What follows belongs to an exercise in optimizing a design on an open flow for small area, a short achievable clock period and few clock cycles per item; a production flow would make more cautious choices. Power is estimated from default activity; no workload was simulated.

## run 1
// qpsk_mimo_modulator
module qpsk_mimo_modulator #(
    parameter int R_W = 16,
    parameter int Y_W = 20
) (
    input  logic              i_clk,
    input  logic              i_reset_n,
    input  logic              i_r_load,
    input  logic [20*R_W-1:0] i_r,
    input  logic              i_bit_vld,
    input  logic              i_bit,
    output logic              o_bit_rdy,
    output logic              o_vld,
    input  logic              i_rdy,
    output logic [8*Y_W-1:0]  o_y_hat,
    output logic              o_busy
);
clock: 12.0 ns
lec_check: 0
cap_margin: 50
core_margin: 2
core_utilization: 60
cts_buf_list: sky130_fd_sc_hd__clkbuf_16
cts_cluster_diameter: 100
cts_cluster_size: 25
place_density: 0.7
slew_margin: 60
standard.sh (not shown) runs the stock make flow with config.mk's settings and CLKGATE_MAP_FILE= SYNTH_SCRIPT=/design/flow/synth_recipe.tcl, a recipe that flattens the netlist after the stock synthesis.
==> flow/flow/run.sh <==
#!/bin/bash
# Standard ORFS layout (the standard.sh) with two changes to how it is built:
#  - ports are buffered with buf_1 cells instead of the resizer's default pick
#  - timing repair aims for 8.4 ns of setup slack beyond the SDC's (the SDC is unchanged)
export BUFFER_PORTS_ARGS="-buffer_cell sky130_fd_sc_hd__buf_1"
export SETUP_SLACK_MARGIN=8.4
bash standard.sh > standard.log 2>&1
### run 1 -> run 2
Settings: changing CTS_CLUSTER_DIAMETER from 100 to 50; removing PLACE_DENSITY (formerly 0.7).
==> flow/flow/run.sh <==
#!/bin/bash
# Standard ORFS layout (the standard.sh) with two changes to how it is built:
#  - ports are buffered with buf_1 cells instead of the resizer's default pick
#  - timing repair aims for 8.5 ns of setup slack beyond the SDC's (the SDC is unchanged)
export BUFFER_PORTS_ARGS="-buffer_cell sky130_fd_sc_hd__buf_1"
export SETUP_SLACK_MARGIN=8.5
bash standard.sh > standard.log 2>&1
## What came out
No run among run 2 and run 1 stopped early or left any final violation; all are clean. Relative to run 1, the leakage dissipation of run 2 is higher by 7.9%. Overall power consumption in run 2 is about 11% above run 1. The run showing the smaller global-route usage is run 1. From run 1 to run 2 the numbers moved as follows: area growth from synthesis to final layout climbed 6.3 points; maximum clock rate climbed 0.72%.
--- input diff run 2..run 3 ---
Settings: a change of CTS_CLUSTER_DIAMETER from 50 to 100; a change of CORE_UTILIZATION from 60 to 70.
[summary]
Per the final summary, run 3 finished and its layout is clean on timing, DRC and antenna.
On minimum clock period after layout: run 3 sits above run 2.
[compare] base=run 2 new=run 3: setup slack after layout dropped 32 ps; sum of internal, switching and leakage power dropped about 4.3%.
Taking run 2 as the reference, in run 3 design area went down; met1 layer usage reported by global route moved up; wire length moved up.
The final reports for run 3 and run 2 show net switching power figure lower in the former.
The clock skew in run 3 sits 4.4 ps below the value recorded for run 2.
Core utilization of the finished layout sits higher in run 3 than in run 2.
Inputs modified between run 3 and run 4:
Settings: putting PLACE_DENSITY at 0.8 where nothing was set; swapping 70 for 60 in CORE_UTILIZATION.
Diff run 4..run 3 | clock buffer and inverter area fraction after layout | negligible
The count of nets after finishing of run 3 and that of run 4 are within noise of each other.
Tightest hold margin (run 4 over run 3): decrease, 4.7 ps
Via count of the first global-routing pass (run 4 vs. run 3) decreases slightly
Cmp run 4 vs run 3: maximum vdd ir drop higher in run 4
Looking only at fraction of area in non-clock buffers, and setting everything else aside, the higher value of run 4 and run 3 goes to run 4.
Sort run 4 and run 3 by met2 capacity usage during global routing desc -> top: run 3
Diff run 3 -> run 4: global-route wire length before repair down 2.0%, transition at the pin with the smallest max-transition slack down 74 ps, logic gate share of total power down 0.4 points, slack of the critical path down 4.1 ps.
No functional check of the RTL was part of any run of this note.

* * *

== build 3 ==
Starting RTL as in the previous note.
Settings: LEC_CHECK=0, CAP_MARGIN=50, CORE_MARGIN=2, CORE_UTILIZATION=60, CTS_BUF_LIST=sky130_fd_sc_hd__clkbuf_16, CTS_CLUSTER_DIAMETER=80, CTS_CLUSTER_SIZE=28, SLEW_MARGIN=60; clock period 12.0 ns.
==> flow/flow/run.sh <==
#!/bin/bash
# Standard ORFS layout (the standard.sh) with two changes to how it is built:
#  - ports are buffered with buf_1 cells instead of the resizer's default pick
#  - timing repair aims for 8.4 ns of setup slack beyond the SDC's (the SDC is unchanged)
export BUFFER_PORTS_ARGS="-buffer_cell sky130_fd_sc_hd__buf_1"
export SETUP_SLACK_MARGIN=8.4
bash standard.sh > standard.log 2>&1
[inputs] build 84 vs build 3
- CTS_CLUSTER_DIAMETER: 80 -> 100
- CTS_CLUSTER_SIZE: 28 -> 25
==> flow/flow/run.sh <==
#!/bin/bash
# Standard ORFS layout (the standard.sh) with two changes to how it is built:
#  - ports are buffered with buf_1 cells instead of the resizer's default pick
#  - timing repair aims for 8.0 ns of setup slack beyond the SDC's (the SDC is unchanged)
export BUFFER_PORTS_ARGS="-buffer_cell sky130_fd_sc_hd__buf_1"
export SETUP_SLACK_MARGIN=8.0
bash standard.sh > standard.log 2>&1
--- outcome ---
- Of build 3 and build 84, the lower count of cell instances traversed by the critical path belongs to build 3.
- Comparing build 84 with build 3, the met3 routing resource usage after global routing came out essentially unchanged.
- From build 3 to build 84 the numbers moved as follows: post-CTS repair timing setup buffer count went down; fraction of standard cell area that is sequential went up.
- The total vias in the final route of build 84 and that of build 3 are within noise of each other.
- Internal power consumption, build 84 vs build 3: down slightly
- On combinational group share of total power, the higher figure sits with build 3, not build 84.
- Build 3 has a higher total power than build 84.
Input-level comparison between build 87 and build 84:
- CTS_CLUSTER_SIZE changed from 25 to 22
==> flow/flow/run.sh <==
#!/bin/bash
# Standard ORFS layout (the standard.sh) with two changes to how it is built:
#  - ports are buffered with buf_1 cells instead of the resizer's default pick
#  - timing repair aims for 8.4 ns of setup slack beyond the SDC's (the SDC is unchanged)
export BUFFER_PORTS_ARGS="-buffer_cell sky130_fd_sc_hd__buf_1"
export SETUP_SLACK_MARGIN=8.4
bash standard.sh > standard.log 2>&1
Notes after the runs:
Per the comparison of build 87 with build 84, area enclosed by the die boundary stayed essentially flat; overall power after layout rose by 1.5%; wire length has increased; number of vias per cell flat.
Build 87 — pin count of the biggest net entering global routing about 10% lower, build 84 as reference
Minimum hold slack, build 84 and build 87: smaller value in build 84
The depth of the worst register-to-register path in build 87 sits 1 below the value recorded for build 84.
In the reports for build 84 and build 87, the larger clock-cell share of area belongs to build 87.
diff inputs: build 87 => build 36
- CTS_CLUSTER_SIZE changed from 22 to 25
==> flow/flow/run.sh <==
#!/bin/bash
# Standard ORFS layout (the standard.sh) with two changes to how it is built:
#  - ports are buffered with buf_1 cells instead of the resizer's default pick
#  - timing repair aims for 8.5 ns of setup slack beyond the SDC's (the SDC is unchanged)
export BUFFER_PORTS_ARGS="-buffer_cell sky130_fd_sc_hd__buf_1"
export SETUP_SLACK_MARGIN=8.5
bash standard.sh > standard.log 2>&1
Findings:
The synthesis-to-layout area growth in build 36 was higher than what build 87 gave. Layout clock buffer count (build 36 over build 87): decrease, 2. For the hold slack, build 36 came in 0.0074 ns lower than build 87 did. Compared with build 87, in build 36 average routed wire per standard cell went up 0.14 um; final area went up 1.1%; worst setup slack after layout went down 0.0076 ns; post-layout instance count excluding filler cells held; routed wire length went up 360 um. In build 36 relative to build 87, overall power after layout had gone up by a few percent.
diff inputs: build 36 => build 98
==> flow/flow/run.sh <==
#!/bin/bash
# Standard ORFS layout (the standard.sh) with these changes to how it is built:
#  - ports are buffered with buf_1 cells instead of the resizer's default pick
#  - timing repair aims for 8.5 ns of setup slack beyond the SDC's (the SDC is unchanged)
#  - before placement repair, a max fanout of 16 is set so high-fanout nets get buffer trees
export BUFFER_PORTS_ARGS="-buffer_cell sky130_fd_sc_hd__buf_1"
export SETUP_SLACK_MARGIN=8.5
export PRE_RESIZE_TCL=$PWD/flow/pre_resize.tcl
bash standard.sh > standard.log 2>&1
==> flow/flow/pre_resize.tcl (new file) <==
# Limit fanout so repair_design builds buffer trees for high-fanout nets (e.g. i_r_load)
# instead of long buffer chains.
set_max_fanout 16 [current_design]
==> comparison <==
Number of synthesized flops with an enable pin: build 36 vs build 98 identical. | total routing resource utilization after global routing | build 36 vs build 98 | ≈ equal |. Delta(post-layout instance area, build 98 - build 36) > 0. Compared with build 36, in build 98 signed area change from the synthesized netlist to the final layout has increased; global routing usage on met3 went up 0.63 points; power attributed to combinational cells went up about 3%. Build 98 vs build 36 — number of gates resized after CTS rose about 140%. [compare] base=build 36 new=build 98: shortest clock period the worst path allows after layout now sits at about the same level; total of plain and repair buffers excluding clock buffers picked up an extra 38; hold slack down 0.0034 ns.
No run of this note included a check of the RTL's function; only the layout flow was run.

==> static timing again, ports no longer ideal <==
Ports are ideal in the flow. The routed layouts listed here were re-timed in OpenROAD.
Step 1 (the two cells are an assumption about what drives the block):
set clk [get_ports {i_clk}]
set_driving_cell -lib_cell sky130_fd_sc_hd__clkbuf_16 $clk
set_driving_cell -lib_cell sky130_fd_sc_hd__buf_2 [delete_from_list [all_inputs] $clk]
Step 2 also shifts input and output timing later by t, the mid clock arrival at the registers, as if the neighbouring blocks saw the same clock.
Slacks: ideal / step 1 / step 2; pairs: ideal / step 1.
run	shift t [ns]	setup WS [ns]	pins driven straight from the clock port
run 1	0.609	8.345 / 8.291 / 7.903	1
run 2	0.599	8.371 / 8.319 / 7.887	1
run 3	0.617	8.340 / 8.288 / 7.966	1
run 4	0.630	8.335 / 8.282 / 7.970	1
build 3	0.619	8.346 / 8.291 / 7.833	1
build 84	0.614	8.104 / 8.057 / 7.443	1
build 87	0.624	8.365 / 8.313 / 7.828	1
build 36	0.615	8.358 / 8.304 / 7.867	1
build 98	0.614	8.356 / 8.302 / 7.920	1
After both steps setup and hold are still met in every run listed. The setup slack of build 84, which loses most, moves by -0.047 ns with the drivers and by -0.661 ns with both steps.
